Source: an optimization exercise on an open RTL-to-GDS flow (aim: small area and a short achievable clock period). Production flows keep margins and buffers that such runs may drop.
Only simulation tests tie the RTL to the original design; equivalence was not proved.
No activity file was given, so power comes from the tool's default toggle rates.

File: flow/config.mk
export PLATFORM = sky130hd
export DESIGN_NAME = silicon_net_top
export DESIGN_NICKNAME = silicon_net_top
export VERILOG_FILES = /design/flow/design.v
export SDC_FILE = /design/flow/constraint.sdc
export NUM_CORES = 4
export LEC_CHECK = 0
export CAP_MARGIN = 20
export CORE_MARGIN = 2
export CORE_UTILIZATION = 60
export SETUP_SLACK_MARGIN = 3.5
export SLEW_MARGIN = 20
File: flow/constraint.sdc
create_clock -name core_clock -period 7.0 [get_ports {clk}]
set_input_delay 1.4000 -clock core_clock [delete_from_list [all_inputs] [get_ports {clk}]]
set_output_delay 1.4000 -clock core_clock [all_outputs]
set_load 0.01 [all_outputs]
File: flow/design.v
package net_pkg;
    localparam int NUM_PORTS   = 4;
    localparam int PORT_W      = 2;
    localparam int DATA_W      = 32;
    localparam int KEY_W       = 8;
    localparam int NUM_ENTRIES = 8;
    localparam int ENTRY_W     = 3;
    localparam int CNT_W       = 16;
    localparam int ADDR_W      = 16;
    localparam int KEY_LSB     = 0;
    localparam int MASK_LSB    = 8;
    localparam int EP_LSB      = 16;
    localparam int VALID_BIT   = 18;
    localparam int IDX_LSB     = 0;
    localparam int PORT_LSB    = 4;
    localparam int OP_LSB      = 8;
    typedef enum logic [3:0] {
        OP_WRITE_ENTRY  = 4'd1,
        OP_READ_ENTRY   = 4'd2,
        OP_READ_COUNTER = 4'd3
    } ctl_op_e;
    typedef enum logic {
        CNT_FORWARDED = 1'b0,
        CNT_DROPPED   = 1'b1
    } cnt_sel_e;
endpackage
`timescale 1ns/1ps
module silicon_net_top (
    input  logic          clk,
    input  logic          rst_n_i,
    output logic [127:0]  sa_data_o,
    output logic [3:0]    sa_valid_o,
    output logic [3:0]    sa_first_o,
    output logic [3:0]    sa_last_o,
    input  logic [3:0]    sa_ready_i,
    input  logic [127:0]  sa_data_i,
    input  logic [3:0]    sa_valid_i,
    input  logic [3:0]    sa_first_i,
    input  logic [3:0]    sa_last_i,
    output logic [3:0]    sa_ready_o,
    input  logic          ctl_read_i,
    input  logic          ctl_write_i,
    input  logic [15:0]   ctl_addr_i,
    input  logic [31:0]   ctl_wrdata_i,
    output logic [31:0]   ctl_rddata_o,
    output logic          ctl_rdvalid_o
);
    logic [3:0] op;
    logic [1:0] aport;
    logic [2:0] aidx;
    logic       tbl_wr;
    assign op     = ctl_addr_i[11:8];
    assign aport  = ctl_addr_i[5:4];
    assign aidx   = ctl_addr_i[2:0];
    assign tbl_wr = ctl_write_i && (op == 4'd1);
    logic [31:0]          tv_q;             
    logic [31:0][7:0]     tk_q;             
    logic [31:0][7:0]     tm_q;             
    logic [31:0][1:0]     te_q;             
    logic [31:0] ent_wr;
    always_comb begin
        for (int j = 0; j < 32; j++) ent_wr[j] = tbl_wr && ({aport, aidx} == 5'(j));
    end
    always_ff @(posedge clk or negedge rst_n_i) begin
        if (!rst_n_i) begin
            tv_q <= '0;
        end else begin
            for (int j = 0; j < 32; j++) begin
                if (ent_wr[j]) tv_q[j] <= ctl_wrdata_i[18];
            end
        end
    end
    always_ff @(posedge clk) begin
        for (int j = 0; j < 32; j++) begin
            if (ent_wr[j]) begin
                tk_q[j] <= ctl_wrdata_i[7:0];
                tm_q[j] <= ctl_wrdata_i[15:8];
                te_q[j] <= ctl_wrdata_i[17:16];
            end
        end
    end
    logic [3:0]      hit;
    logic [3:0][1:0] hit_ep;
    always_comb begin
        for (int p = 0; p < 4; p++) begin
            hit[p]    = 1'b0;
            hit_ep[p] = '0;
            for (int e = 7; e >= 0; e--) begin
                if (tv_q[8*p+e] && (((sa_data_i[32*p +: 8] ^ tk_q[8*p+e]) & tm_q[8*p+e]) == '0)) begin
                    hit[p]    = 1'b1;
                    hit_ep[p] = te_q[8*p+e];
                end
            end
        end
    end
    logic [3:0]      busy_q;
    logic [15:0]     own_q;             
    logic [3:0] owned;
    logic [3:0] own_rdy;
    always_comb begin
        owned   = '0;
        own_rdy = '0;
        for (int i = 0; i < 4; i++) begin
            for (int o = 0; o < 4; o++) begin
                owned[i]   = owned[i]   | (busy_q[o] & own_q[4*o+i]);
                own_rdy[i] = own_rdy[i] | (busy_q[o] & own_q[4*o+i] & sa_ready_i[o]);
            end
        end
    end
    logic [3:0] drop_q;
    logic [3:0] beat;
    logic [3:0] fwd_inc;
    logic [3:0] drop_inc;
    always_comb begin
        for (int p = 0; p < 4; p++) begin
            sa_ready_o[p] = own_rdy[p] || drop_q[p] || !(owned[p] || hit[p]);
            beat[p]       = sa_valid_i[p] && sa_ready_o[p];
            fwd_inc[p]    = sa_valid_i[p] && sa_last_i[p] && own_rdy[p];
            drop_inc[p]   = sa_valid_i[p] && sa_last_i[p] && !owned[p] && (drop_q[p] || !hit[p]);
        end
    end
    always_ff @(posedge clk or negedge rst_n_i) begin
        if (!rst_n_i) begin
            drop_q <= '0;
        end else begin
            for (int p = 0; p < 4; p++) begin
                if (beat[p]) drop_q[p] <= !sa_last_i[p] && !owned[p];
            end
        end
    end
    logic [15:0]     req;               
    logic [15:0]     gnt;               
    always_comb begin
        for (int o = 0; o < 4; o++) begin
            for (int i = 0; i < 4; i++) begin
                req[4*o+i] = sa_valid_i[i] && sa_first_i[i] && hit[i] && (hit_ep[i] == 2'(o));
            end
        end
    end
    always_comb begin
        for (int o = 0; o < 4; o++) begin
            for (int i = 0; i < 4; i++) begin
                gnt[4*o+i] = req[4*o+i] &&
                    ( own_q[4*o+(i+3)%4]
                    | (own_q[4*o+(i+2)%4] & !req[4*o+(i+3)%4])
                    | (own_q[4*o+(i+1)%4] & !req[4*o+(i+3)%4] & !req[4*o+(i+2)%4])
                    | (own_q[4*o+i]       & !req[4*o+(i+3)%4] & !req[4*o+(i+2)%4] & !req[4*o+(i+1)%4]));
            end
        end
    end
    always_ff @(posedge clk or negedge rst_n_i) begin
        if (!rst_n_i) begin
            busy_q <= '0;
            own_q  <= {4{4'b1000}};
        end else begin
            for (int o = 0; o < 4; o++) begin
                if (!busy_q[o]) begin
                    if (|req[4*o +: 4]) begin
                        busy_q[o] <= 1'b1;
                        own_q[4*o +: 4] <= gnt[4*o +: 4];
                    end
                end else if (sa_valid_o[o] && sa_ready_i[o] && sa_last_o[o]) begin
                    busy_q[o] <= 1'b0;
                end
            end
        end
    end
    always_comb begin
        for (int o = 0; o < 4; o++) begin
            sa_valid_o[o]         = busy_q[o] && |(own_q[4*o +: 4] & sa_valid_i);
            sa_first_o[o]         = |(own_q[4*o +: 4] & sa_first_i);
            sa_last_o[o]          = |(own_q[4*o +: 4] & sa_last_i);
            sa_data_o[32*o +: 32] = '0;
            for (int i = 0; i < 4; i++) begin
                sa_data_o[32*o +: 32] = sa_data_o[32*o +: 32] | ({32{own_q[4*o+i]}} & sa_data_i[32*i +: 32]);
            end
        end
    end
    logic [63:0]      fcnt_q;             
    logic [63:0]      dcnt_q;             
    logic [3:0]       finc_q;
    logic [3:0]       dinc_q;
    logic [63:0] fcnt_nx;
    logic [63:0] dcnt_nx;
    always_comb begin
        for (int p = 0; p < 4; p++) begin
            logic fc, dc;
            fc = finc_q[p];
            dc = dinc_q[p];
            for (int b = 0; b < 16; b++) begin
                fcnt_nx[16*p+b] = fcnt_q[16*p+b] ^ fc;
                dcnt_nx[16*p+b] = dcnt_q[16*p+b] ^ dc;
                fc = fc & fcnt_q[16*p+b];
                dc = dc & dcnt_q[16*p+b];
            end
        end
    end
    always_ff @(posedge clk or negedge rst_n_i) begin
        if (!rst_n_i) begin
            finc_q <= '0;
            dinc_q <= '0;
            fcnt_q <= '0;
            dcnt_q <= '0;
        end else begin
            finc_q <= fwd_inc;
            dinc_q <= drop_inc;
            fcnt_q <= fcnt_nx;
            dcnt_q <= dcnt_nx;
        end
    end
    logic       rd_pend_q;
    logic       rs_ent_q;
    logic       rs_cnt_q;
    logic [1:0] rs_port_q;
    logic [2:0] rs_idx_q;
    logic [18:0] rdata_q;
    always_ff @(posedge clk or negedge rst_n_i) begin
        if (!rst_n_i) begin
            rd_pend_q     <= 1'b0;
            ctl_rdvalid_o <= 1'b0;
        end else begin
            rd_pend_q     <= ctl_read_i;
            ctl_rdvalid_o <= rd_pend_q;
        end
    end
    always_ff @(posedge clk) begin
        rs_ent_q  <= (op == 4'd2);
        rs_cnt_q  <= (op == 4'd3);
        rs_port_q <= aport;
        rs_idx_q  <= aidx;
    end
    logic [31:0] ent_sel;
    logic [7:0]  cnt_sel;
    logic [18:0] ent_rd;
    logic [15:0] cnt_rd;
    always_comb begin
        for (int j = 0; j < 32; j++) ent_sel[j] = rs_ent_q && ({rs_port_q, rs_idx_q} == 5'(j));
        for (int j = 0; j < 8; j++)  cnt_sel[j] = rs_cnt_q && ({rs_port_q, rs_idx_q[0]} == 3'(j));
        ent_rd = '0;
        for (int j = 0; j < 32; j++)
            ent_rd = ent_rd | ({19{ent_sel[j]}} & {tv_q[j], te_q[j], tm_q[j], tk_q[j]});
        cnt_rd = '0;
        for (int j = 0; j < 4; j++)
            cnt_rd = cnt_rd | ({16{cnt_sel[2*j]}} & fcnt_q[16*j +: 16]) | ({16{cnt_sel[2*j+1]}} & dcnt_q[16*j +: 16]);
    end
    always_ff @(posedge clk) begin
        rdata_q <= ent_rd | {3'b000, cnt_rd};
    end
    assign ctl_rddata_o = {13'd0, rdata_q};
endmodule
File: flow/flow/run.sh
#!/bin/bash
# Standard ORFS layout (standard.sh's make command) with these changes:
#  - port buffers are buf_1 cells, sized up later by the repair steps where timing needs it;
#  - the clock tree uses clkbuf_8 cells in clusters of at most 15 sinks, without dummy loads;
#  - pins are grouped by function (io.tcl);
#  - delay cells and the weak a222oi are added to DONT_USE_CELLS, through a config file
#    that includes the standard flow's config.mk.
# The make output goes to flow_make.log; each ORFS step logs under orfs/logs.
set -euo pipefail
here=$(cd "$(dirname "$0")" && pwd)
work=$(pwd)
export BUFFER_PORTS_ARGS="-buffer_cell sky130_fd_sc_hd__buf_1"
export CTS_ARGS="-sink_clustering_enable -repair_clock_nets -dont_use_dummy_load -buf_list sky130_fd_sc_hd__clkbuf_8 -sink_clustering_size 15 -sink_clustering_max_diameter 50"
export IO_CONSTRAINTS="$here/io.tcl"
dont=""
for c in clkdlybuf4s15_1 clkdlybuf4s15_2 clkdlybuf4s18_1 clkdlybuf4s18_2 clkdlybuf4s25_1 \
         clkdlybuf4s25_2 clkdlybuf4s50_1 clkdlybuf4s50_2 dlygate4sd1_1 dlygate4sd2_1 \
         dlygate4sd3_1 dlymetal6s2s_1 dlymetal6s4s_1 dlymetal6s6s_1 a222oi_1; do
  dont="$dont sky130_fd_sc_hd__$c"
done
printf 'include %s\nexport DONT_USE_CELLS =%s\n' "$work/config.mk" "$dont" > "$work/flow_config.mk"
sed "s#DESIGN_CONFIG=[^ ]*#DESIGN_CONFIG=$work/flow_config.mk#" standard.sh > flow_standard.sh
bash flow_standard.sh > flow_make.log 2>&1
File: flow/flow/io.tcl
# Pin groups: each TX port's handshake and key bits with its ready on the left, data bit slices
# (four inputs and four outputs of a bit) on top and bottom, the register bus in one block on the right
set_io_pin_constraint -group -order -pin_names {sa_valid_i[0] sa_first_i[0] sa_last_i[0] sa_data_i[0] sa_data_i[1] sa_data_i[2] sa_data_i[3] sa_data_i[4] sa_data_i[5] sa_data_i[6] sa_data_i[7] sa_ready_o[0]}
set_io_pin_constraint -region left:* -pin_names {sa_valid_i[0] sa_first_i[0] sa_last_i[0] sa_data_i[0] sa_data_i[1] sa_data_i[2] sa_data_i[3] sa_data_i[4] sa_data_i[5] sa_data_i[6] sa_data_i[7] sa_ready_o[0]}
set_io_pin_constraint -group -order -pin_names {sa_valid_i[1] sa_first_i[1] sa_last_i[1] sa_data_i[32] sa_data_i[33] sa_data_i[34] sa_data_i[35] sa_data_i[36] sa_data_i[37] sa_data_i[38] sa_data_i[39] sa_ready_o[1]}
set_io_pin_constraint -region left:* -pin_names {sa_valid_i[1] sa_first_i[1] sa_last_i[1] sa_data_i[32] sa_data_i[33] sa_data_i[34] sa_data_i[35] sa_data_i[36] sa_data_i[37] sa_data_i[38] sa_data_i[39] sa_ready_o[1]}
set_io_pin_constraint -group -order -pin_names {sa_valid_i[2] sa_first_i[2] sa_last_i[2] sa_data_i[64] sa_data_i[65] sa_data_i[66] sa_data_i[67] sa_data_i[68] sa_data_i[69] sa_data_i[70] sa_data_i[71] sa_ready_o[2]}
set_io_pin_constraint -region left:* -pin_names {sa_valid_i[2] sa_first_i[2] sa_last_i[2] sa_data_i[64] sa_data_i[65] sa_data_i[66] sa_data_i[67] sa_data_i[68] sa_data_i[69] sa_data_i[70] sa_data_i[71] sa_ready_o[2]}
set_io_pin_constraint -group -order -pin_names {sa_valid_i[3] sa_first_i[3] sa_last_i[3] sa_data_i[96] sa_data_i[97] sa_data_i[98] sa_data_i[99] sa_data_i[100] sa_data_i[101] sa_data_i[102] sa_data_i[103] sa_ready_o[3]}
set_io_pin_constraint -region left:* -pin_names {sa_valid_i[3] sa_first_i[3] sa_last_i[3] sa_data_i[96] sa_data_i[97] sa_data_i[98] sa_data_i[99] sa_data_i[100] sa_data_i[101] sa_data_i[102] sa_data_i[103] sa_ready_o[3]}
set_io_pin_constraint -region left:* -pin_names {sa_ready_i[0] sa_valid_o[0] sa_first_o[0] sa_last_o[0] sa_ready_i[1] sa_valid_o[1] sa_first_o[1] sa_last_o[1] sa_ready_i[2] sa_valid_o[2] sa_first_o[2] sa_last_o[2] sa_ready_i[3] sa_valid_o[3] sa_first_o[3] sa_last_o[3] sa_data_o[0] sa_data_o[1] sa_data_o[2] sa_data_o[3] sa_data_o[4] sa_data_o[5] sa_data_o[6] sa_data_o[7] sa_data_o[32] sa_data_o[33] sa_data_o[34] sa_data_o[35] sa_data_o[36] sa_data_o[37] sa_data_o[38] sa_data_o[39] sa_data_o[64] sa_data_o[65] sa_data_o[66] sa_data_o[67] sa_data_o[68] sa_data_o[69] sa_data_o[70] sa_data_o[71] sa_data_o[96] sa_data_o[97] sa_data_o[98] sa_data_o[99] sa_data_o[100] sa_data_o[101] sa_data_o[102] sa_data_o[103]}
set_io_pin_constraint -group -order -pin_names {sa_data_i[8] sa_data_i[40] sa_data_i[72] sa_data_i[104] sa_data_o[8] sa_data_o[40] sa_data_o[72] sa_data_o[104]}
set_io_pin_constraint -region top:* -pin_names {sa_data_i[8] sa_data_i[40] sa_data_i[72] sa_data_i[104] sa_data_o[8] sa_data_o[40] sa_data_o[72] sa_data_o[104]}
set_io_pin_constraint -group -order -pin_names {sa_data_i[9] sa_data_i[41] sa_data_i[73] sa_data_i[105] sa_data_o[9] sa_data_o[41] sa_data_o[73] sa_data_o[105]}
set_io_pin_constraint -region top:* -pin_names {sa_data_i[9] sa_data_i[41] sa_data_i[73] sa_data_i[105] sa_data_o[9] sa_data_o[41] sa_data_o[73] sa_data_o[105]}
set_io_pin_constraint -group -order -pin_names {sa_data_i[10] sa_data_i[42] sa_data_i[74] sa_data_i[106] sa_data_o[10] sa_data_o[42] sa_data_o[74] sa_data_o[106]}
set_io_pin_constraint -region top:* -pin_names {sa_data_i[10] sa_data_i[42] sa_data_i[74] sa_data_i[106] sa_data_o[10] sa_data_o[42] sa_data_o[74] sa_data_o[106]}
set_io_pin_constraint -group -order -pin_names {sa_data_i[11] sa_data_i[43] sa_data_i[75] sa_data_i[107] sa_data_o[11] sa_data_o[43] sa_data_o[75] sa_data_o[107]}
set_io_pin_constraint -region top:* -pin_names {sa_data_i[11] sa_data_i[43] sa_data_i[75] sa_data_i[107] sa_data_o[11] sa_data_o[43] sa_data_o[75] sa_data_o[107]}
set_io_pin_constraint -group -order -pin_names {sa_data_i[12] sa_data_i[44] sa_data_i[76] sa_data_i[108] sa_data_o[12] sa_data_o[44] sa_data_o[76] sa_data_o[108]}
set_io_pin_constraint -region top:* -pin_names {sa_data_i[12] sa_data_i[44] sa_data_i[76] sa_data_i[108] sa_data_o[12] sa_data_o[44] sa_data_o[76] sa_data_o[108]}
set_io_pin_constraint -group -order -pin_names {sa_data_i[13] sa_data_i[45] sa_data_i[77] sa_data_i[109] sa_data_o[13] sa_data_o[45] sa_data_o[77] sa_data_o[109]}
set_io_pin_constraint -region top:* -pin_names {sa_data_i[13] sa_data_i[45] sa_data_i[77] sa_data_i[109] sa_data_o[13] sa_data_o[45] sa_data_o[77] sa_data_o[109]}
set_io_pin_constraint -group -order -pin_names {sa_data_i[14] sa_data_i[46] sa_data_i[78] sa_data_i[110] sa_data_o[14] sa_data_o[46] sa_data_o[78] sa_data_o[110]}
set_io_pin_constraint -region top:* -pin_names {sa_data_i[14] sa_data_i[46] sa_data_i[78] sa_data_i[110] sa_data_o[14] sa_data_o[46] sa_data_o[78] sa_data_o[110]}
set_io_pin_constraint -group -order -pin_names {sa_data_i[15] sa_data_i[47] sa_data_i[79] sa_data_i[111] sa_data_o[15] sa_data_o[47] sa_data_o[79] sa_data_o[111]}
set_io_pin_constraint -region top:* -pin_names {sa_data_i[15] sa_data_i[47] sa_data_i[79] sa_data_i[111] sa_data_o[15] sa_data_o[47] sa_data_o[79] sa_data_o[111]}
set_io_pin_constraint -group -order -pin_names {sa_data_i[16] sa_data_i[48] sa_data_i[80] sa_data_i[112] sa_data_o[16] sa_data_o[48] sa_data_o[80] sa_data_o[112]}
set_io_pin_constraint -region top:* -pin_names {sa_data_i[16] sa_data_i[48] sa_data_i[80] sa_data_i[112] sa_data_o[16] sa_data_o[48] sa_data_o[80] sa_data_o[112]}
set_io_pin_constraint -group -order -pin_names {sa_data_i[17] sa_data_i[49] sa_data_i[81] sa_data_i[113] sa_data_o[17] sa_data_o[49] sa_data_o[81] sa_data_o[113]}
set_io_pin_constraint -region top:* -pin_names {sa_data_i[17] sa_data_i[49] sa_data_i[81] sa_data_i[113] sa_data_o[17] sa_data_o[49] sa_data_o[81] sa_data_o[113]}
set_io_pin_constraint -group -order -pin_names {sa_data_i[18] sa_data_i[50] sa_data_i[82] sa_data_i[114] sa_data_o[18] sa_data_o[50] sa_data_o[82] sa_data_o[114]}
set_io_pin_constraint -region top:* -pin_names {sa_data_i[18] sa_data_i[50] sa_data_i[82] sa_data_i[114] sa_data_o[18] sa_data_o[50] sa_data_o[82] sa_data_o[114]}
set_io_pin_constraint -group -order -pin_names {sa_data_i[19] sa_data_i[51] sa_data_i[83] sa_data_i[115] sa_data_o[19] sa_data_o[51] sa_data_o[83] sa_data_o[115]}
set_io_pin_constraint -region top:* -pin_names {sa_data_i[19] sa_data_i[51] sa_data_i[83] sa_data_i[115] sa_data_o[19] sa_data_o[51] sa_data_o[83] sa_data_o[115]}
set_io_pin_constraint -group -order -pin_names {sa_data_i[20] sa_data_i[52] sa_data_i[84] sa_data_i[116] sa_data_o[20] sa_data_o[52] sa_data_o[84] sa_data_o[116]}
set_io_pin_constraint -region bottom:* -pin_names {sa_data_i[20] sa_data_i[52] sa_data_i[84] sa_data_i[116] sa_data_o[20] sa_data_o[52] sa_data_o[84] sa_data_o[116]}
set_io_pin_constraint -group -order -pin_names {sa_data_i[21] sa_data_i[53] sa_data_i[85] sa_data_i[117] sa_data_o[21] sa_data_o[53] sa_data_o[85] sa_data_o[117]}
set_io_pin_constraint -region bottom:* -pin_names {sa_data_i[21] sa_data_i[53] sa_data_i[85] sa_data_i[117] sa_data_o[21] sa_data_o[53] sa_data_o[85] sa_data_o[117]}
set_io_pin_constraint -group -order -pin_names {sa_data_i[22] sa_data_i[54] sa_data_i[86] sa_data_i[118] sa_data_o[22] sa_data_o[54] sa_data_o[86] sa_data_o[118]}
set_io_pin_constraint -region bottom:* -pin_names {sa_data_i[22] sa_data_i[54] sa_data_i[86] sa_data_i[118] sa_data_o[22] sa_data_o[54] sa_data_o[86] sa_data_o[118]}
set_io_pin_constraint -group -order -pin_names {sa_data_i[23] sa_data_i[55] sa_data_i[87] sa_data_i[119] sa_data_o[23] sa_data_o[55] sa_data_o[87] sa_data_o[119]}
set_io_pin_constraint -region bottom:* -pin_names {sa_data_i[23] sa_data_i[55] sa_data_i[87] sa_data_i[119] sa_data_o[23] sa_data_o[55] sa_data_o[87] sa_data_o[119]}
set_io_pin_constraint -group -order -pin_names {sa_data_i[24] sa_data_i[56] sa_data_i[88] sa_data_i[120] sa_data_o[24] sa_data_o[56] sa_data_o[88] sa_data_o[120]}
set_io_pin_constraint -region bottom:* -pin_names {sa_data_i[24] sa_data_i[56] sa_data_i[88] sa_data_i[120] sa_data_o[24] sa_data_o[56] sa_data_o[88] sa_data_o[120]}
set_io_pin_constraint -group -order -pin_names {sa_data_i[25] sa_data_i[57] sa_data_i[89] sa_data_i[121] sa_data_o[25] sa_data_o[57] sa_data_o[89] sa_data_o[121]}
set_io_pin_constraint -region bottom:* -pin_names {sa_data_i[25] sa_data_i[57] sa_data_i[89] sa_data_i[121] sa_data_o[25] sa_data_o[57] sa_data_o[89] sa_data_o[121]}
set_io_pin_constraint -group -order -pin_names {sa_data_i[26] sa_data_i[58] sa_data_i[90] sa_data_i[122] sa_data_o[26] sa_data_o[58] sa_data_o[90] sa_data_o[122]}
set_io_pin_constraint -region bottom:* -pin_names {sa_data_i[26] sa_data_i[58] sa_data_i[90] sa_data_i[122] sa_data_o[26] sa_data_o[58] sa_data_o[90] sa_data_o[122]}
set_io_pin_constraint -group -order -pin_names {sa_data_i[27] sa_data_i[59] sa_data_i[91] sa_data_i[123] sa_data_o[27] sa_data_o[59] sa_data_o[91] sa_data_o[123]}
set_io_pin_constraint -region bottom:* -pin_names {sa_data_i[27] sa_data_i[59] sa_data_i[91] sa_data_i[123] sa_data_o[27] sa_data_o[59] sa_data_o[91] sa_data_o[123]}
set_io_pin_constraint -group -order -pin_names {sa_data_i[28] sa_data_i[60] sa_data_i[92] sa_data_i[124] sa_data_o[28] sa_data_o[60] sa_data_o[92] sa_data_o[124]}
set_io_pin_constraint -region bottom:* -pin_names {sa_data_i[28] sa_data_i[60] sa_data_i[92] sa_data_i[124] sa_data_o[28] sa_data_o[60] sa_data_o[92] sa_data_o[124]}
set_io_pin_constraint -group -order -pin_names {sa_data_i[29] sa_data_i[61] sa_data_i[93] sa_data_i[125] sa_data_o[29] sa_data_o[61] sa_data_o[93] sa_data_o[125]}
set_io_pin_constraint -region bottom:* -pin_names {sa_data_i[29] sa_data_i[61] sa_data_i[93] sa_data_i[125] sa_data_o[29] sa_data_o[61] sa_data_o[93] sa_data_o[125]}
set_io_pin_constraint -group -order -pin_names {sa_data_i[30] sa_data_i[62] sa_data_i[94] sa_data_i[126] sa_data_o[30] sa_data_o[62] sa_data_o[94] sa_data_o[126]}
set_io_pin_constraint -region bottom:* -pin_names {sa_data_i[30] sa_data_i[62] sa_data_i[94] sa_data_i[126] sa_data_o[30] sa_data_o[62] sa_data_o[94] sa_data_o[126]}
set_io_pin_constraint -group -order -pin_names {sa_data_i[31] sa_data_i[63] sa_data_i[95] sa_data_i[127] sa_data_o[31] sa_data_o[63] sa_data_o[95] sa_data_o[127]}
set_io_pin_constraint -region bottom:* -pin_names {sa_data_i[31] sa_data_i[63] sa_data_i[95] sa_data_i[127] sa_data_o[31] sa_data_o[63] sa_data_o[95] sa_data_o[127]}
set_io_pin_constraint -group -order -pin_names {ctl_addr_i[8] ctl_addr_i[9] ctl_addr_i[10] ctl_addr_i[11] ctl_addr_i[4] ctl_addr_i[5] ctl_addr_i[0] ctl_addr_i[1] ctl_addr_i[2] ctl_read_i ctl_write_i ctl_rdvalid_o ctl_wrdata_i[0] ctl_rddata_o[0] ctl_wrdata_i[1] ctl_rddata_o[1] ctl_wrdata_i[2] ctl_rddata_o[2] ctl_wrdata_i[3] ctl_rddata_o[3] ctl_wrdata_i[4] ctl_rddata_o[4] ctl_wrdata_i[5] ctl_rddata_o[5] ctl_wrdata_i[6] ctl_rddata_o[6] ctl_wrdata_i[7] ctl_rddata_o[7] ctl_wrdata_i[8] ctl_rddata_o[8] ctl_wrdata_i[9] ctl_rddata_o[9] ctl_wrdata_i[10] ctl_rddata_o[10] ctl_wrdata_i[11] ctl_rddata_o[11] ctl_wrdata_i[12] ctl_rddata_o[12] ctl_wrdata_i[13] ctl_rddata_o[13] ctl_wrdata_i[14] ctl_rddata_o[14] ctl_wrdata_i[15] ctl_rddata_o[15] ctl_wrdata_i[16] ctl_rddata_o[16] ctl_wrdata_i[17] ctl_rddata_o[17] ctl_wrdata_i[18] ctl_rddata_o[18]}
set_io_pin_constraint -region right:* -pin_names {ctl_addr_i[8] ctl_addr_i[9] ctl_addr_i[10] ctl_addr_i[11] ctl_addr_i[4] ctl_addr_i[5] ctl_addr_i[0] ctl_addr_i[1] ctl_addr_i[2] ctl_read_i ctl_write_i ctl_rdvalid_o ctl_wrdata_i[0] ctl_rddata_o[0] ctl_wrdata_i[1] ctl_rddata_o[1] ctl_wrdata_i[2] ctl_rddata_o[2] ctl_wrdata_i[3] ctl_rddata_o[3] ctl_wrdata_i[4] ctl_rddata_o[4] ctl_wrdata_i[5] ctl_rddata_o[5] ctl_wrdata_i[6] ctl_rddata_o[6] ctl_wrdata_i[7] ctl_rddata_o[7] ctl_wrdata_i[8] ctl_rddata_o[8] ctl_wrdata_i[9] ctl_rddata_o[9] ctl_wrdata_i[10] ctl_rddata_o[10] ctl_wrdata_i[11] ctl_rddata_o[11] ctl_wrdata_i[12] ctl_rddata_o[12] ctl_wrdata_i[13] ctl_rddata_o[13] ctl_wrdata_i[14] ctl_rddata_o[14] ctl_wrdata_i[15] ctl_rddata_o[15] ctl_wrdata_i[16] ctl_rddata_o[16] ctl_wrdata_i[17] ctl_rddata_o[17] ctl_wrdata_i[18] ctl_rddata_o[18]}
set_io_pin_constraint -region right:* -pin_names {ctl_addr_i[3] ctl_addr_i[6] ctl_addr_i[7] ctl_addr_i[12] ctl_addr_i[13] ctl_addr_i[14] ctl_addr_i[15] ctl_wrdata_i[19] ctl_wrdata_i[20] ctl_wrdata_i[21] ctl_wrdata_i[22] ctl_wrdata_i[23] ctl_wrdata_i[24] ctl_wrdata_i[25] ctl_wrdata_i[26] ctl_wrdata_i[27] ctl_wrdata_i[28] ctl_wrdata_i[29] ctl_wrdata_i[30] ctl_wrdata_i[31] ctl_rddata_o[19] ctl_rddata_o[20] ctl_rddata_o[21] ctl_rddata_o[22] ctl_rddata_o[23] ctl_rddata_o[24] ctl_rddata_o[25] ctl_rddata_o[26] ctl_rddata_o[27] ctl_rddata_o[28] ctl_rddata_o[29] ctl_rddata_o[30] ctl_rddata_o[31] rst_n_i}
File: flow/standard.sh
#!/bin/bash
# synth_recipe.tcl (not shown) runs the flow's synth.tcl, then flattens the netlist and writes it again
# the make line also repeats each setting of config.mk as NAME=value (left out here)
make -C /OpenROAD-flow-scripts/flow DESIGN_CONFIG=/design/flow/config.mk WORK_HOME=/design/flow/orfs CLKGATE_MAP_FILE= SYNTH_SCRIPT=/design/flow/synth_recipe.tcl "${@:-finish}"
==> impl_metrics.py, run 1 <==
metrics = {
    "clock_network": {
        "holdBufCountCts": 0,
        "clkLatencyLatePin_ps": 760,
        "cts.htree.levels": 3,
        "root_buffer": "clkbuf_8",
        "cts_sinks": 796,
        "cts_tree": "yes",
        "clk_pin_slew_worst_paths_ps": 100,
        "clockBufferDepth": 3,
        "cts-buffers-inserted": 82,
    },
    "grt": {
        "antenna_found_initial": 20,
        "grt_overflow": 0,
        "grt_pass1_vias": 33800,
        "grt_pass1_wl_um": 263000,
        "grt_max_degree": 107,
        "track_usage_pct": 59.0,
    },
    "critical_path": {
        "cp_max_fo": 8,
        "crit_type": "in2reg",
        "cpMostUsedCell": "buf_1",
        "start_kind": "primary input",
        "cp_slowest_cell": "xor2_2",
        "required_ps": 7650,
        "critPathArrivalTime_ps": 5490,
        "slowest_delay_ps": 470,
        "end_kind": "flip-flop",
    },
    "routing": {
        "routed_wl_um": 204000,
        "dr.first_iter.drc_count": 8424,
        "post_drt_wl_per_cell_um": 45.6,
        "drt_pass1_iterations": 17,
        "postRouteAntennaNets": 0,
        "vias_per_cell": 8.27,
        "drc": 0,
        "vias": 37000,
    },
    "timing": {
        "finalCritPeriodShare_pct": 69.2,
        "tightest_slew_ps": 1320,
        "tns_ps": 0,
        "rsz0062_at_grt": "yes",
        "final-setup-viol-count": 0,
        "slew_viol_final": 0,
        "slew_headroom_pct": 11.7,
        "final-hold-violation-count": 0,
        "fin_worst_skew_ps": 89.8,
        "layout_min_cycle_time_ps": 4840,
        "fmax_mhz": 207,
        "fin_hold_ws_ps": 371,
    },
    "synthesis": {
        "syn_area_per_cell_um2": 12.8,
        "async_flop_share_pct": 24.4,
        "syn_inst": 2975,
        "ys_warn_count": 1,
        "yosysSeqAreaShare_pct": 59.7,
        "ys.flop_type": "edfxtp_1",
        "ys_ff_latch": 796,
        "syn_area_mm2": 0.0380,
        "ys_types": 84,
        "synth-edff-count": 576,
    },
    "floorplanning": {
        "dieArea_mm2": 0.0653,
        "ioPinCount": 373,
        "core_area_mm2": 0.0629,
        "start_util_pct": 60.4,
        "rows": 92,
        "die_h_um": 256,
        "fp.dieW_um": 256,
    },
    "layout": {
        "drive_gt1_share_pct": 25.4,
        "final_common_cell": "edfxtp_1",
        "nFillCells": 4021,
        "syn_to_final_growth_pct": 22.7,
        "layout_common_cells": "576 x edfxtp_1, 432 x a22oi_1, 373 x buf_1",
        "nNetsFinal": 3932,
    },
    "placement": {
        "port_buffers": 339,
        "dp_hpwl_um": 126000,
        "gp_congestion": 1.13,
    },
    "run_status": {
        "status": "finished clean",
    },
    "pwr": {
        "power.leakage_nw": 17.3,
        "pwr_density_cell_mw_per_mm2": 219,
        "finalPower_w": 0.0102,
        "ir_worst_vdd_uv": 282,
    },
    "worst_hold_path": {
        "min_path_type": "reg2reg",
    },
    "run": {
        "max-cap-violations": 0,
    },
}
==> layer usage <==
layer,track usage [%],wire (µm),up-vias
met4,51.7,24800,36
met1,66.5,59700,17500
met5,3.58,992,-
met3,38.7,43200,1621
met2,75.2,74900,4847
li1,-,-,13000
==> what timing repair did <==
action / in CTS / in global routing
pin swaps: 104 / 87
endpoints found under the setup margin: 200 / 234
endpoints found under the hold margin: 0 / 0
buffers inserted: 198 / 52
gates resized for setup: 581 / 326
cloned: 2 / 0
==> layout make-up <==
| cell class | count | area, µm² | area share [%] |
|---|---|---|---|
| flip-flops and latches | 796 | 22700 | 48.8 |
| multi-input cells | 1984 | 16800 | 36.2 |
| repair buffers | 714 | 4630 | 9.95 |
| clock buffers | 82 | 1130 | 2.42 |
| well taps | 846 | 1060 | 2.27 |
| inverters | 38 | 143 | 0.306 |
| diodes | 11 | 27.5 | 0.0591 |
==> where the power goes <==
group | switching [W] | leakage [nW] | internal [W]
Clock | 0.00161 | 0.590 | 0.00104
Combinational | 0.00150 | 8.72 | 0.000712
Sequential | 0.000127 | 7.97 | 0.00519
Total | 0.00324 | 17.3 | 0.00695
==> worst max-delay path: cells and delay by family <==
family	cells	cell delay, ps
buffers and inverters	20	2240
XOR/XNOR	1	470
AND/OR/NAND/NOR	4	820
AO/OA/AOI/OAI	3	530
==> registers in the layout (all words and copies together), names as in the netlist, 16 cells and up <==
name	cells
tk_q	256
tv_q	32
rdata_q	19
tm_q	256
fcnt_q	64
own_q	16
te_q	64
dcnt_q	64
==> cells in the mapped netlist, types with 3 or more instances <==
library cell	count	share of area, %
edfxtp_1	576	46
a22oi_1	542	11
nand2_1	270	2.7
xor2_1	264	6.1
dfrtp_1	190	13
ha_1	120	4.0
nor2_1	117	1.2
a22o_1	107	2.5
a221oi_1	106	2.4
clkbuf_1	106	1.0
nand4_1	92	1.5
nand3_1	59	0.78
inv_1	38	0.38
nor3_1	36	0.47
mux2_2	34	1.0
buf_4	31	0.61
dfxtp_1	26	1.4
o21ai_0	24	0.32
a21oi_1	21	0.28
buf_1	16	0.16
and3_1	13	0.21
buf_6	13	0.39
a211oi_1	12	0.24
nor2b_1	12	0.20
or3_1	10	0.16
nand2b_1	9	0.15
a21o_1	8	0.16
o32ai_1	7	0.16
a211oi_2	6	0.20
and2_1	6	0.099
or2_2	6	0.099
a21boi_0	5	0.099
a31oi_1	5	0.082
nor4_1	5	0.082
o211ai_1	5	0.099
dfstp_2	4	0.28
o2111ai_1	4	0.092
a311oi_1	3	0.069
buf_2	3	0.040
o22ai_1	3	0.049
o32a_1	3	0.079
o41ai_1	3	0.069
or2_1	3	0.049
==> final timing paths <==
kind                                    start            end  slack [ps]  cells past startpoint
min in group asynchronous             rst_n_i       tv_q[16]         740                      1
worst max-delay path            sa_data_i[64]      drop_q[2]        2160                     28
max in group asynchronous             rst_n_i      own_q[10]        4800                      2
worst max register to register      tk_q[135]      drop_q[2]        2470                     28
worst min-delay path                rd_pend_q  ctl_rdvalid_o         370                      0
worst min register to register      rd_pend_q  ctl_rdvalid_o         370                      0
==> stage by stage <==
stage          utilization, %  instance area, µm²  instances  setup WS [ps]
6_report                 74.1               46600       4471           2160
5_1_grt                  74.1               46500       4462           2190
4_1_cts                  71.5               44900       4406           2400
3_5_place_dp             64.4               40500       4124           1330
3_3_place_gp             64.4               40500       4122           1350
2_1_floorplan               -               38300       2987           3070
==> cell families (layout without fill, tap and decap cells) <==
group / count (synthesis) / in the layout / synth area share, %
compound gates: 893 / 893 / 18.4
flops: 796 / 796 / 59.7
simple gates: 658 / 658 / 8.11
xor+xnor: 264 / 264 / 6.09
buf+inv: 207 / 834 / 2.62
fa+ha+maj: 120 / 120 / 3.96
mux: 36 / 36 / 1.06
other cells: 1 / 24 / 0.00988
==> inputs of run 2 (changes only) <==
--- a/flow/config.mk
+++ b/flow/config.mk
@@ -8,5 +8,5 @@
 export CAP_MARGIN = 20
 export CORE_MARGIN = 2
-export CORE_UTILIZATION = 60
-export SETUP_SLACK_MARGIN = 3.5
+export CORE_UTILIZATION = 55
+export SETUP_SLACK_MARGIN = 3.0
 export SLEW_MARGIN = 20
==> run 2 against run 1 <==
Core utilization decreased by 10 points. Largest cell class unchanged. Synthesized cell count unchanged. Die area increased by 8.9%. Still clean. Sequential cell count unchanged. Cell area decreased by 6.0%. Fmax decreased by 0.46%. Critical endpoint is now sa_ready_o[0].
==> impl_metrics.py, run 2 <==
metrics = {
    "pwr": {
        "p_comb_share_pct": 13.8,
        "intPower_w": 0.00676,
        "seq_power_share_pct": 57.8,
        "power.leakage_nw": 16.4,
        "switching_power_w": 0.00282,
        "switching_share_pct": 29.5,
        "power_frac_clock_pct": 28.4,
        "ir_worst_vdd_uv": 560,
        "pwr_density_cell_mw_per_mm2": 219,
    },
    "synthesis": {
        "async_flop_share_pct": 24.4,
        "synth_top_area_share_pct": 45.6,
        "yosysSeqAreaShare_pct": 59.7,
        "ys_warn_count": 1,
        "synth-edff-count": 576,
        "syn_area_per_cell_um2": 12.8,
        "syn_area_mm2": 0.0380,
        "synth.most_common_cell": "edfxtp_1",
        "syn_inst": 2975,
        "ys_types": 84,
        "ys_ff_latch": 796,
        "synthTopCellsByCount": "576 x edfxtp_1, 542 x a22oi_1, 270 x nand2_1",
        "synth_area_leaders": "edfxtp_1 46%, dfrtp_1 13%, a22oi_1 11%",
        "yosysTopAreaCell": "edfxtp_1",
        "ys.flop_type": "edfxtp_1",
    },
    "clock_network": {
        "clkLatencyLatePin_ps": 750,
        "cts.htree.levels": 3,
        "cts_tree": "yes",
        "holdBufCountCts": 0,
        "cts_sinks": 796,
        "clk_pin_slew_worst_paths_ps": 70,
        "cts-buffers-inserted": 88,
        "clockBufferDepth": 3,
        "root_buffer": "clkbuf_8",
    },
    "grt": {
        "track_usage_pct": 51.2,
        "grt_pass1_wl_um": 247000,
        "grt_max_degree": 87,
        "grt_pass1_vias": 31600,
        "grt_overflow": 0,
        "antenna_found_initial": 11,
    },
    "floorplanning": {
        "fp.dieW_um": 267,
        "die_h_um": 267,
        "core_area_mm2": 0.0685,
        "start_util_pct": 55.4,
        "dieArea_mm2": 0.0711,
        "rows": 96,
        "ioPinCount": 373,
    },
    "placement": {
        "pre_cts_slack_ps": 1080,
        "port_buffers": 339,
        "dp_cells": 4158,
        "dp_hpwl_um": 130000,
        "gp_congestion": 1.13,
    },
    "timing": {
        "layout_min_cycle_time_ps": 4860,
        "fmax_mhz": 206,
        "finalCritPeriodShare_pct": 69.5,
        "fin_worst_skew_ps": 75.3,
        "final-hold-violation-count": 0,
        "fin_ws_ps": 2140,
        "tightest_slew_ps": 1410,
        "slew_headroom_pct": 6.13,
        "final-setup-viol-count": 0,
        "tns_ps": 0,
        "slew_viol_final": 0,
        "rsz0062_at_grt": "yes",
    },
    "critical_path": {
        "cp_max_fo": 6,
        "crit_type": "in2out",
        "critPathArrivalTime_ps": 3460,
        "end_kind": "output pin",
        "required_ps": 5600,
        "start_kind": "primary input",
        "rrSetupSlack_ps": 3230,
    },
    "layout": {
        "final_common_cell": "edfxtp_1",
        "fin_util_pct": 63.9,
        "nNetsFinal": 3773,
        "top_regs": "tk_q: 256 flops, tm_q: 256 flops",
        "nFillCells": 5383,
        "syn_to_final_growth_pct": 15.3,
        "drive_gt1_share_pct": 15.5,
        "layout_common_cells": "576 x edfxtp_1, 512 x a22oi_1, 389 x buf_1",
        "stdcell_count": 4345,
    },
    "routing": {
        "drc": 0,
        "dr.first_iter.drc_count": 7334,
        "drt_pass1_iterations": 14,
        "vias": 33900,
        "postRouteAntennaNets": 0,
        "routed_wl_um": 185000,
        "post_drt_wl_per_cell_um": 42.5,
        "vias_per_cell": 7.79,
    },
    "worst_hold_path": {
        "min_path_type": "reg2reg",
    },
    "run": {
        "max-cap-violations": 0,
    },
    "run_status": {
        "status": "finished clean",
    },
}
[run 2: power groups by stage]
stage / registers, W / logic (W) / clock network (W)
6_report: 0.00554 / 0.00132 / 0.00272
5_1_grt: 0.00554 / 0.00139 / 0.00286
3_5_place_dp: 0.00561 / 0.00117 / 0
4_1_cts: 0.00551 / 0.00123 / 0.00269
2_1_floorplan: 0.00535 / 0.000756 / 0
3_3_place_gp: 0.00558 / 0.00112 / 0
[run 2: kinds of logic after synthesis]
| group | after synthesis | synth area share [%] |
|---|---|---|
| other | 1 | 0.00988 |
| buffers and inverters | 207 | 2.62 |
| DFF | 796 | 59.7 |
| adders and majority gates | 120 | 3.96 |
| and+or+nand+nor | 658 | 8.11 |
| muxes | 36 | 1.06 |
| xor gates and xnor gates | 264 | 6.09 |
| AOI/OAI and AO/OA | 893 | 18.4 |
[run 2: worst paths after layout]
check / start / endpoint / cells after the start
max: sa_data_i[6] / sa_ready_o[0] / 10
min: rd_pend_q / ctl_rdvalid_o / 0
max reg2reg: tk_q[129] / busy_q[1] / 13
min reg2reg: rd_pend_q / ctl_rdvalid_o / 0
max in group asynchronous: rst_n_i / own_q[10] / 2
min in group asynchronous: rst_n_i / fcnt_q[24] / 1
[run 2: final cells by class]
| class | instances | area, µm² | area share (%) |
|---|---|---|---|
| diodes | 8 | 20.0 | 0.0457 |
| clock buffers | 88 | 1210 | 2.77 |
| inverters | 38 | 143 | 0.326 |
| multi-input cells | 1984 | 15600 | 35.7 |
| flip-flops and latches | 796 | 22700 | 51.9 |
| well taps | 882 | 1100 | 2.52 |
| repair buffers | 549 | 2930 | 6.69 |
[run 2: through the flow]
stage	area, µm²	power (W)	hold WS [ps]
final	43800	0.00958	358
after global routing	43800	0.00979	368
after CTS	43100	0.00943	359
after detailed placement	40500	0.00678	350
after global placement	40500	0.00671	345
after floorplan	38000	0.00610	331
[run 2: per-layer routing]
metal	wire length (µm)	global-route usage, %	vias to the layer above	share of wire (%)
met5	141	0.208	-	0.076
met4	18100	37.4	16	9.8
met3	33600	25.4	978	18
met2	72400	69.1	3805	39
met1	60400	63.2	16400	33
li1	-	-	12600	-
[run 2: critical path, stage by stage]
cell and delay (ps):
buf_4 230, buf_2 220, xor2_1 200, nand2_2 130, nand4_1 270, o21ai_2 150, nor4_4 310, nand2_2 130
o21ai_4 250, buf_6 140
[run 2: what timing repair did]
| item | CTS | global route |
|---|---|---|
| resized for setup | 248 | 118 |
| cloned | 0 | 1 |
| setup endpoints to repair | 109 | 72 |
| pin swaps | 57 | 46 |
| setup buffers | 54 | 36 |
==> inputs of run 3 (changes only) <==
--- a/flow/config.mk
+++ b/flow/config.mk
@@ -8,5 +8,5 @@
 export CAP_MARGIN = 20
 export CORE_MARGIN = 2
-export CORE_UTILIZATION = 55
-export SETUP_SLACK_MARGIN = 3.0
+export CORE_UTILIZATION = 60
+export SETUP_SLACK_MARGIN = 2.75
 export SLEW_MARGIN = 20
==> run 3 against run 2 <==
Still clean. Sequential share of layout area fell by 0.55 points. Combinational power barely moved. Sequential cell count unchanged. First-iteration DRC count fell by 5.2%. Core utilization is 6.4 points higher. Worst setup slack gained 19 ps. Clock power fell by 6%. Synthesized area did not move. Worst hold slack better by 25 ps. Cell area grew 1.0%. Non-clock buffer count grew 98. Final cell count up 1.3%.
==> impl_metrics.py, run 3 <==
metrics = {
    "synthesis": {
        "syn_inst": 2975,
        "syn_area_mm2": 0.0380,
        "synthTopCellsByCount": "576 x edfxtp_1, 542 x a22oi_1, 270 x nand2_1",
        "synth-edff-count": 576,
        "yosysSeqAreaShare_pct": 59.7,
        "ys_types": 84,
        "async_flop_share_pct": 24.4,
        "ys_ff_latch": 796,
        "synth_top_area_share_pct": 45.6,
        "synth.most_common_cell": "edfxtp_1",
        "ys_warn_count": 1,
        "yosysTopAreaCell": "edfxtp_1",
        "syn_area_per_cell_um2": 12.8,
        "synth_area_leaders": "edfxtp_1 46%, dfrtp_1 13%, a22oi_1 11%",
        "ys.flop_type": "edfxtp_1",
    },
    "critical_path": {
        "critPathTopFamily": "compound AO/OA/AOI/OAI gates",
        "start_kind": "primary input",
        "slowest_delay_ps": 450,
        "crit_type": "in2out",
        "critPathArrivalTime_ps": 3450,
        "path_cells": "buf_16 -> xor2_2 -> a22oi_2 -> nand4_1 -> a211oi_4 -> buf_6 -> nor4_4 -> nand2_1 -> o21ai_1 -> buf_4",
        "path_buf_inv": 3,
        "rrSetupSlack_ps": 2450,
        "end_kind": "output pin",
        "cp_max_fo": 5,
        "cp_slowest_cell": "nand4_1",
        "required_ps": 5600,
    },
    "timing": {
        "tns_ps": 0,
        "slew_headroom_pct": 15.4,
        "slew_viol_final": 0,
        "final-setup-viol-count": 0,
        "rsz0062_at_grt": "yes",
        "finalCritPeriodShare_pct": 69.2,
        "layout_min_cycle_time_ps": 4850,
        "fin_worst_skew_ps": 88.3,
        "final-hold-violation-count": 0,
        "fmax_mhz": 206,
        "tightest_slew_ps": 1270,
        "fin_ws_ps": 2150,
    },
    "floorplanning": {
        "ioPinCount": 373,
        "fp.dieW_um": 256,
        "rows": 92,
        "dieArea_mm2": 0.0653,
        "core_area_mm2": 0.0629,
        "die_h_um": 256,
        "start_util_pct": 60.4,
    },
    "routing": {
        "drt_pass1_iterations": 10,
        "dr.first_iter.drc_count": 6952,
        "routed_wl_um": 184000,
        "drc": 0,
        "post_drt_wl_per_cell_um": 41.8,
        "postRouteAntennaNets": 0,
        "vias_per_cell": 7.89,
        "vias": 34800,
    },
    "grt": {
        "grt_overflow": 0,
        "grt_max_degree": 101,
        "grt_pass1_vias": 32600,
        "track_usage_pct": 54.6,
        "grt_pass1_wl_um": 247000,
        "antenna_found_initial": 19,
    },
    "pwr": {
        "finalPower_w": 0.00946,
        "pwr_density_cell_mw_per_mm2": 214,
        "ir_worst_vdd_uv": 413,
        "power.leakage_nw": 16.7,
    },
    "clock_network": {
        "clk_pin_slew_worst_paths_ps": 90,
        "clkLatencyLatePin_ps": 750,
        "holdBufCountCts": 0,
        "cts_sinks": 796,
        "clockBufferDepth": 3,
        "cts-buffers-inserted": 77,
        "cts_tree": "yes",
        "cts.htree.levels": 3,
        "root_buffer": "clkbuf_8",
    },
    "layout": {
        "top_regs": "tk_q: 256 flops, tm_q: 256 flops",
        "layout_common_cells": "576 x edfxtp_1, 507 x a22oi_1, 453 x buf_1",
        "nNetsFinal": 3860,
        "nFillCells": 4444,
        "final_common_cell": "edfxtp_1",
        "syn_to_final_growth_pct": 16.5,
        "drive_gt1_share_pct": 16.2,
        "final_area_mm2": 0.0442,
    },
    "placement": {
        "dp_hpwl_um": 128000,
        "gp_congestion": 1.13,
        "port_buffers": 339,
        "place_area_mm2": 0.0404,
        "pre_cts_slack_ps": 1230,
    },
    "run_status": {
        "status": "finished clean",
    },
    "worst_hold_path": {
        "min_path_type": "reg2reg",
    },
    "run": {
        "max-cap-violations": 0,
    },
}
[run 3: cell counts after synthesis]
No cell type changed its count.
[run 3: path summary, 6_finish.rpt]
path,start,cells after the start,endpoint
setup / recovery,sa_data_i[7],10,sa_ready_o[0]
max in group asynchronous,rst_n_i,2,dcnt_q[21]
hold reg to reg,rd_pend_q,0,ctl_rdvalid_o
setup reg to reg,tk_q[63],24,own_q[6]
hold / removal,rd_pend_q,0,ctl_rdvalid_o
min in group asynchronous,rst_n_i,1,dcnt_q[12]
[run 3: cells by family after synthesis]
| family | Yosys count | share of synthesized area, % |
|---|---|---|
| simple gates | 658 | 8.11 |
| other cells | 1 | 0.00988 |
| fa+ha+maj | 120 | 3.96 |
| flops | 796 | 59.7 |
| compound gates | 893 | 18.4 |
| mux | 36 | 1.06 |
| buf+inv | 207 | 2.62 |
| xor+xnor | 264 | 6.09 |
[run 3: area by class of cell]
cell class | count | area, µm² | area share [%]
flip-flops and latches | 796 | 22700 | 51.4
multi-input cells | 1984 | 15700 | 35.6
repair buffers | 647 | 3480 | 7.86
clock buffers | 77 | 1060 | 2.40
well taps | 846 | 1060 | 2.39
inverters | 38 | 143 | 0.323
diodes | 14 | 35.0 | 0.0792
[run 3: routing by layer]
layer | track usage (%) | vias up | share of wire [%]
li1 | - | 12800 | -
met1 | 64.9 | 16700 | 32
met2 | 72.9 | 4124 | 39
met3 | 30.2 | 1124 | 19
met4 | 43.1 | 12 | 10
met5 | 0 | - | 0.13
[run 3: timing repair]
| item | in CTS | in global routing |
|---|---|---|
| endpoints found under the setup margin | 35 | 61 |
| gates cloned | 0 | 2 |
| resized for setup | 300 | 141 |
| buffers inserted | 137 | 40 |
| pin swaps | 61 | 66 |
[run 3: metrics by stage]
| step | instances | util (%) | hold WS [ps] |
|---|---|---|---|
| 6_report | 4402 | 70.3 | 383 |
| 3_3_place_gp | 4128 | 64.2 | 344 |
| 2_1_floorplan | 2987 | - | 331 |
| 4_1_cts | 4343 | 68.9 | 380 |
| 5_1_grt | 4391 | 70.3 | 381 |
| 3_5_place_dp | 4129 | 64.3 | 363 |
[run 3: power by group]
group / total (W) / internal (W) / switching (W)
registers: 0.00556 / 0.00519 / 0.000372
clock network: 0.00256 / 0.000981 / 0.00158
logic: 0.00134 / 0.000471 / 0.000869
==> inputs of run 4 (changes only) <==
--- a/flow/flow/run.sh
+++ b/flow/flow/run.sh
@@ -2,5 +2,5 @@
 # Standard ORFS layout (standard.sh's make command) with these changes:
 #  - port buffers are buf_1 cells, sized up later by the repair steps where timing needs it;
-#  - the clock tree uses clkbuf_8 cells in clusters of at most 15 sinks, without dummy loads;
+#  - the clock tree uses clkbuf_8 cells in clusters of at most 17 sinks, without dummy loads;
 #  - pins are grouped by function (io.tcl);
 #  - delay cells and the weak a222oi are added to DONT_USE_CELLS, through a config file
@@ -11,5 +11,5 @@
 work=$(pwd)
 export BUFFER_PORTS_ARGS="-buffer_cell sky130_fd_sc_hd__buf_1"
-export CTS_ARGS="-sink_clustering_enable -repair_clock_nets -dont_use_dummy_load -buf_list sky130_fd_sc_hd__clkbuf_8 -sink_clustering_size 15 -sink_clustering_max_diameter 50"
+export CTS_ARGS="-sink_clustering_enable -repair_clock_nets -dont_use_dummy_load -buf_list sky130_fd_sc_hd__clkbuf_8 -sink_clustering_size 17 -sink_clustering_max_diameter 50"
 export IO_CONSTRAINTS="$here/io.tcl"
 dont=""
--- a/flow/config.mk
+++ b/flow/config.mk
@@ -9,4 +9,4 @@
 export CORE_MARGIN = 2
 export CORE_UTILIZATION = 60
-export SETUP_SLACK_MARGIN = 2.75
+export SETUP_SLACK_MARGIN = 3.0
 export SLEW_MARGIN = 20
==> run 4 against run 3 <==
Synthesized cell count is the same. Wire length shrank 1.1%. Worst setup slack gained 72 ps. Sequential share of layout area grew 0.84 points. Final cell count shrank 2.1%. Worst hold slack lost 15 ps. Synthesized area is the same. Non-clock buffer count shrank 95. Still clean. Register-to-register slack gained 370 ps. Sequential cell count is the same. Clock skew grew 3.7 ps. Global-route usage shrank 0.33 points.
==> impl_metrics.py, run 4 <==
metrics = {
    "clock_network": {
        "clk_pin_slew_worst_paths_ps": 90,
        "cts-buffers-inserted": 85,
        "holdBufCountCts": 0,
        "cts_sinks": 796,
        "cts_tree": "yes",
        "root_buffer": "clkbuf_8",
        "clockBufferDepth": 3,
        "clkLatencyLatePin_ps": 760,
        "cts.htree.levels": 3,
    },
    "timing": {
        "final-hold-violation-count": 0,
        "rsz0062_at_grt": "yes",
        "tightest_slew_ps": 1380,
        "layout_min_cycle_time_ps": 4770,
        "slew_headroom_pct": 7.99,
        "finalCritPeriodShare_pct": 68.2,
        "slew_viol_final": 0,
        "final-setup-viol-count": 0,
        "tns_ps": 0,
        "fin_hold_ws_ps": 368,
        "fin_worst_skew_ps": 92.0,
        "fmax_mhz": 210,
    },
    "critical_path": {
        "critPathArrivalTime_ps": 3370,
        "cp_max_fo": 4,
        "worstRegToRegCells": 8,
        "cp_slowest_cell": "a211oi_4",
        "crit_type": "in2out",
        "end_kind": "output pin",
        "required_ps": 5600,
        "rrSetupSlack_ps": 2820,
        "path_buf_inv": 2,
        "slowest_delay_ps": 480,
        "path_cells": "buf_8 -> xor2_1 -> a22oi_2 -> nand4_1 -> a211oi_4 -> nor4_4 -> nand2_1 -> o21ai_2 -> buf_2",
        "start_kind": "primary input",
        "r2r_end": "rdata_q[13]",
        "rr_startpoint": "rs_port_q[1]",
        "critPathTopFamily": "compound AO/OA/AOI/OAI gates",
    },
    "layout": {
        "layout_common_cells": "576 x edfxtp_1, 509 x a22oi_1, 399 x buf_1",
        "final_common_cell": "edfxtp_1",
        "drive_gt1_share_pct": 14.5,
        "nNetsFinal": 3773,
        "top_regs": "tk_q: 256 flops, tm_q: 256 flops",
        "syn_to_final_growth_pct": 14.7,
    },
    "floorplanning": {
        "fp.dieW_um": 256,
        "core_area_mm2": 0.0629,
        "dieArea_mm2": 0.0653,
        "die_h_um": 256,
        "ioPinCount": 373,
        "start_util_pct": 60.4,
        "rows": 92,
    },
    "grt": {
        "track_usage_pct": 54.3,
        "antenna_found_initial": 18,
        "grt_pass1_vias": 32000,
        "grt_pass1_wl_um": 245000,
        "grt_max_degree": 154,
        "use_met3_pct": 31.9,
        "grt_use_met1_pct": 65.0,
        "top_usage_layer": "met2",
        "grt_overflow": 0,
        "use_met2_pct": 71.0,
    },
    "synthesis": {
        "yosysTopAreaCell": "edfxtp_1",
        "ys.flop_type": "edfxtp_1",
        "syn_area_per_cell_um2": 12.8,
        "async_flop_share_pct": 24.4,
        "synth_area_leaders": "edfxtp_1 46%, dfrtp_1 13%, a22oi_1 11%",
        "synthTopCellsByCount": "576 x edfxtp_1, 542 x a22oi_1, 270 x nand2_1",
        "ys_types": 84,
        "syn_inst": 2975,
        "syn_area_mm2": 0.0380,
        "yosysSeqAreaShare_pct": 59.7,
        "ys_warn_count": 1,
        "synth_top_area_share_pct": 45.6,
        "ys_ff_latch": 796,
        "synth-edff-count": 576,
        "synth.most_common_cell": "edfxtp_1",
    },
    "run_status": {
        "status": "finished clean",
    },
    "routing": {
        "drc": 0,
        "dr.first_iter.drc_count": 7311,
        "vias": 34200,
        "vias_per_cell": 7.95,
        "postRouteAntennaNets": 0,
        "post_drt_wl_per_cell_um": 42.2,
        "routed_wl_um": 182000,
        "drt_pass1_iterations": 14,
    },
    "worst_hold_path": {
        "hold_depth": 0,
        "hold_path.startpoint": "rd_pend_q",
        "min_path_type": "reg2reg",
        "worstHoldEndpoint": "ctl_rdvalid_o",
    },
    "pwr": {
        "power.leakage_nw": 16.4,
        "pwr_density_cell_mw_per_mm2": 219,
        "ir_worst_vdd_uv": 317,
    },
    "placement": {
        "port_buffers": 339,
        "dp_hpwl_um": 128000,
        "gp_congestion": 1.14,
    },
    "run": {
        "max-cap-violations": 0,
    },
}
## run 4: metrics by stage
stage               std cells  worst slack, ps  util (%)  power [W]  instance area (µm²)
finish                   4309             2230      69.3    0.00955                43500
global route             4305             2300      69.2    0.00973                43500
CTS                      4277             2370      68.6    0.00935                43100
detailed placement       4131             1370      64.3    0.00675                40400
global placement         4130             1400      64.2    0.00668                40400
floorplan                2987             3000         -    0.00610                38000
## run 4: worst register-to-register path, cell delays in order (launching register included)
cell     delay (ps)
dfxtp_1         590
nor2b_1         230
nand2_1         200
nor2_2         1090
buf_1           810
a22oi_1         220
nand4_1         570
nor3_1          180
nand4_1         200
## run 4: worst max-delay path by stage
| stage | endpoint | from | slack (ps) | cells after the start |
|---|---|---|---|---|
| floorplan | sa_ready_o[3] | sa_data_i[102] | 3000 | 8 |
| global placement | sa_ready_o[2] | sa_data_i[69] | 1400 | 10 |
| detailed placement | sa_ready_o[2] | sa_data_i[69] | 1370 | 10 |
| CTS | sa_ready_o[0] | sa_data_i[7] | 2370 | 11 |
| global route | sa_ready_o[0] | sa_data_i[2] | 2300 | 10 |
| finish | sa_ready_o[3] | sa_data_i[98] | 2230 | 9 |
## run 4: kinds of logic after synthesis
family                   synth area share, %
adder cells (fa/ha/maj)                 3.96
other                                0.00988
flip-flops                              59.7
AND/OR/NAND/NOR                         8.11
XOR/XNOR                                6.09
multiplexers                            1.06
buffers and inverters                   2.62
AO/OA/AOI/OAI                           18.4
## run 4: what timing repair did
item | 4_1_cts | 5_1_grt
gates cloned | 0 | 0
setup endpoints to repair | 107 | 64
endpoints found under the hold margin | 0 | 0
gates resized for setup | 280 | 60
pin swaps | 66 | 26
setup buffers | 61 | 22
## run 4: layout make-up
| class | instances | area [µm²] |
|---|---|---|
| fill | 4526 | 19300 |
| inverter | 38 | 143 |
| tap | 846 | 1060 |
| sequential | 796 | 22700 |
| clock buffer | 85 | 1170 |
| antenna | 8 | 20.0 |
| timing repair buffer | 552 | 2850 |
| multi-input combinational | 1984 | 15600 |
## run 4: layer usage
metal	share of wire [%]	vias to the layer above	wire length, µm
met5	0.090	-	163
met4	11	12	19400
met3	20	1131	36600
met2	38	4142	68900
met1	31	16300	56800
li1	-	12600	-
## run 4: where the power goes
group          switching, W  total, W  internal (W)
sequential         0.000346   0.00554       0.00519
clock               0.00160   0.00268       0.00108
combinational      0.000879   0.00133      0.000452
==> inputs of run 5 (changes only) <==
--- a/flow/flow/run.sh
+++ b/flow/flow/run.sh
@@ -2,5 +2,5 @@
 # Standard ORFS layout (standard.sh's make command) with these changes:
 #  - port buffers are buf_1 cells, sized up later by the repair steps where timing needs it;
-#  - the clock tree uses clkbuf_8 cells in clusters of at most 17 sinks, without dummy loads;
+#  - the clock tree uses clkbuf_8 cells in clusters of at most 18 sinks, without dummy loads;
 #  - pins are grouped by function (io.tcl);
 #  - delay cells and the weak a222oi are added to DONT_USE_CELLS, through a config file
@@ -11,5 +11,5 @@
 work=$(pwd)
 export BUFFER_PORTS_ARGS="-buffer_cell sky130_fd_sc_hd__buf_1"
-export CTS_ARGS="-sink_clustering_enable -repair_clock_nets -dont_use_dummy_load -buf_list sky130_fd_sc_hd__clkbuf_8 -sink_clustering_size 17 -sink_clustering_max_diameter 50"
+export CTS_ARGS="-sink_clustering_enable -repair_clock_nets -dont_use_dummy_load -buf_list sky130_fd_sc_hd__clkbuf_8 -sink_clustering_size 18 -sink_clustering_max_diameter 50"
 export IO_CONSTRAINTS="$here/io.tcl"
 dont=""
==> run 5 against run 4 <==
Sequential share of layout area is 0.19 points lower. Combinational power hardly changed. Sequential cell count stayed put. Synthesized area stayed put. Synthesized cell count stayed put. Register-to-register slack better by 180 ps. Non-clock buffer count is 10 higher. Total power is 0.35% lower. Via count is 0.59% higher. Die area stayed put. Global-route usage hardly changed. Highest routed layer unchanged.
==> impl_metrics.py, run 5 <==
metrics = {
    "timing": {
        "rsz0062_at_grt": "yes",
        "tightest_slew_ps": 1320,
        "fin_hold_ws_ps": 366,
        "fmax_mhz": 209,
        "fin_worst_skew_ps": 99.1,
        "fin_ws_ps": 2210,
        "final-hold-violation-count": 0,
        "finalCritPeriodShare_pct": 68.4,
        "tns_ps": 0,
        "final-setup-viol-count": 0,
        "slew_headroom_pct": 11.7,
        "layout_min_cycle_time_ps": 4790,
        "slew_viol_final": 0,
    },
    "synthesis": {
        "syn_area_per_cell_um2": 12.8,
        "synth.most_common_cell": "edfxtp_1",
        "syn_inst": 2975,
        "ys_warn_count": 1,
        "synth_top_area_share_pct": 45.6,
        "syn_area_mm2": 0.0380,
        "async_flop_share_pct": 24.4,
        "yosysSeqAreaShare_pct": 59.7,
        "ys_ff_latch": 796,
        "synthTopCellsByCount": "576 x edfxtp_1, 542 x a22oi_1, 270 x nand2_1",
        "ys_types": 84,
        "ys.flop_type": "edfxtp_1",
        "synth_area_leaders": "edfxtp_1 46%, dfrtp_1 13%, a22oi_1 11%",
        "synth-edff-count": 576,
        "yosysTopAreaCell": "edfxtp_1",
    },
    "run_status": {
        "status": "finished clean",
    },
    "placement": {
        "dp_hpwl_um": 128000,
        "pre_cts_slack_ps": 1370,
        "dp_cells": 4131,
        "port_buffers": 339,
        "gp_congestion": 1.14,
    },
    "routing": {
        "routed_wl_um": 182000,
        "postRouteAntennaNets": 0,
        "post_drt_wl_per_cell_um": 42.0,
        "dr.first_iter.drc_count": 7402,
        "drc": 0,
        "vias": 34500,
        "drt_pass1_iterations": 10,
        "vias_per_cell": 7.97,
    },
    "clock_network": {
        "clk_pin_slew_worst_paths_ps": 80,
        "root_buffer": "clkbuf_8",
        "cts_tree": "yes",
        "clockBufferDepth": 3,
        "cts.htree.levels": 3,
        "cts_sinks": 796,
        "cts-buffers-inserted": 84,
        "clkLatencyLatePin_ps": 790,
    },
    "worst_hold_path": {
        "hold_depth": 0,
        "worstHoldEndpoint": "ctl_rdvalid_o",
        "hold_path.startpoint": "rd_pend_q",
        "min_path_type": "reg2reg",
    },
    "layout": {
        "syn_to_final_growth_pct": 15.1,
        "drive_gt1_share_pct": 15.3,
        "layout_common_cells": "576 x edfxtp_1, 508 x a22oi_1, 396 x buf_1",
        "nNetsFinal": 3782,
        "final_common_cell": "edfxtp_1",
        "stdcell_count": 4324,
        "top_regs": "tk_q: 256 flops, tm_q: 256 flops",
    },
    "critical_path": {
        "end_kind": "output pin",
        "start_kind": "primary input",
        "r2r_end": "rdata_q[13]",
        "worstRegToRegCells": 8,
        "critPathArrivalTime_ps": 3390,
        "required_ps": 5600,
        "crit_type": "in2out",
        "rrSetupSlack_ps": 3000,
        "rr_startpoint": "rs_port_q[1]",
        "cp_max_fo": 4,
    },
    "floorplanning": {
        "dieArea_mm2": 0.0653,
        "die_h_um": 256,
        "ioPinCount": 373,
        "core_area_mm2": 0.0629,
        "fp.dieW_um": 256,
        "rows": 92,
        "start_util_pct": 60.4,
    },
    "grt": {
        "track_usage_pct": 54.3,
        "grt_pass1_wl_um": 245000,
        "grt_max_degree": 154,
        "grt_overflow": 0,
        "grt_pass1_vias": 32100,
        "antenna_found_initial": 20,
    },
    "pwr": {
        "pwr_density_cell_mw_per_mm2": 218,
        "power.leakage_nw": 16.4,
        "ir_worst_vdd_uv": 322,
    },
    "run": {
        "max-cap-violations": 0,
    },
}
## run 5: how the worst max path moves through the flow
stage / from / end / slack (ps) / cells after the start
final: sa_data_i[2] / sa_ready_o[0] / 2210 / 10
after global routing: sa_data_i[2] / sa_ready_o[0] / 2240 / 10
after CTS: sa_data_i[7] / sa_ready_o[0] / 2370 / 11
after detailed placement: sa_data_i[69] / sa_ready_o[2] / 1370 / 10
after global placement: sa_data_i[69] / sa_ready_o[2] / 1400 / 10
after floorplan: sa_data_i[102] / sa_ready_o[3] / 3000 / 8
## run 5: metrics by stage
step	util [%]	area (µm²)	total power [W]
6_report	69.5	43700	0.00952
5_1_grt	69.5	43700	0.00971
4_1_cts	68.5	43100	0.00933
3_5_place_dp	64.3	40400	0.00675
3_3_place_gp	64.2	40400	0.00668
2_1_floorplan	-	38000	0.00610
## run 5: metal layers
metal,share of wire [%],track usage [%],vias to the layer above
met1,31,64.5,16500
li1,-,-,12700
met4,11,41.7,10
met3,20,32.7,1192
met5,0.15,3.07,-
met2,38,70.8,4047
## run 5: power by group
group	leakage, nW	switching (W)	total, W	internal (W)
combinational	7.84	0.000863	0.00132	0.000456
clock	0.604	0.00159	0.00266	0.00106
sequential	7.97	0.000349	0.00554	0.00519
total	16.4	0.00280	0.00952	0.00671
## run 5: critical path, cell delays in order
cell	delay, ps
buf_12	130
xor2_2	150
a22oi_2	440
nand4_1	430
a211oi_4	290
buf_6	180
nor4_4	50
nand2_2	100
o21ai_4	70
buf_6	140
## run 5: layout make-up
class	instances	area [µm²]
Sequential cell	796	22700
Fill cell	4496	19200
Multi-Input combinational cell	1984	15600
Timing Repair Buffer	562	2910
Clock buffer	84	1160
Tap cell	846	1060
Inverter	38	143
Antenna cell	14	35.0
## run 5: kinds of logic after synthesis
group	synth area share (%)
and+or+nand+nor	8.11
xor gates and xnor gates	6.09
AOI/OAI and AO/OA	18.4
muxes	1.06
adders and majority gates	3.96
other	0.00988
buffers and inverters	2.62
DFF	59.7
## run 5: repair_timing
action,CTS,global route
setup endpoints to repair,107,67
setup buffers,61,33
hold buffers,0,0
gates resized for setup,280,89
gates cloned,0,0
pin swaps,66,37

[what the ideal ports hide]
The results above use ideal ports. As a check the final layouts listed here were re-extracted and re-timed, cells and wires unchanged. Step 1 (the two cells are an assumption about what drives the block):
set clk [get_ports {clk}]
set_driving_cell -lib_cell sky130_fd_sc_hd__clkbuf_16 $clk
set_driving_cell -lib_cell sky130_fd_sc_hd__buf_2 [delete_from_list [all_inputs] $clk]
Step 2 also shifts input and output timing later by t, the mid clock arrival at the registers, as if the neighbouring blocks saw the same clock. a / b / c = ideal / step 1 / step 2; a / b = the first two.
| run | t (ns) | slack for setup (ns) | worst slew at a driven data input, ns |
|---|---|---|---|
| run 1 | 0.782 | 2.158 / 2.149 / 1.380 | 0.27 |
| run 2 | 0.779 | 2.136 / 2.100 / 2.100 | 0.07 |
| run 3 | 0.782 | 2.155 / 2.094 / 1.411 | 0.13 |
| run 4 | 0.781 | 2.227 / 2.172 / 2.059 | 0.10 |
| run 5 | 0.806 | 2.213 / 2.150 / 2.087 | 0.10 |
After both steps every run listed still meets setup and hold. For run 1, which loses most, drivers alone change the setup slack by -0.009 ns; drivers and shift together by -0.778 ns.
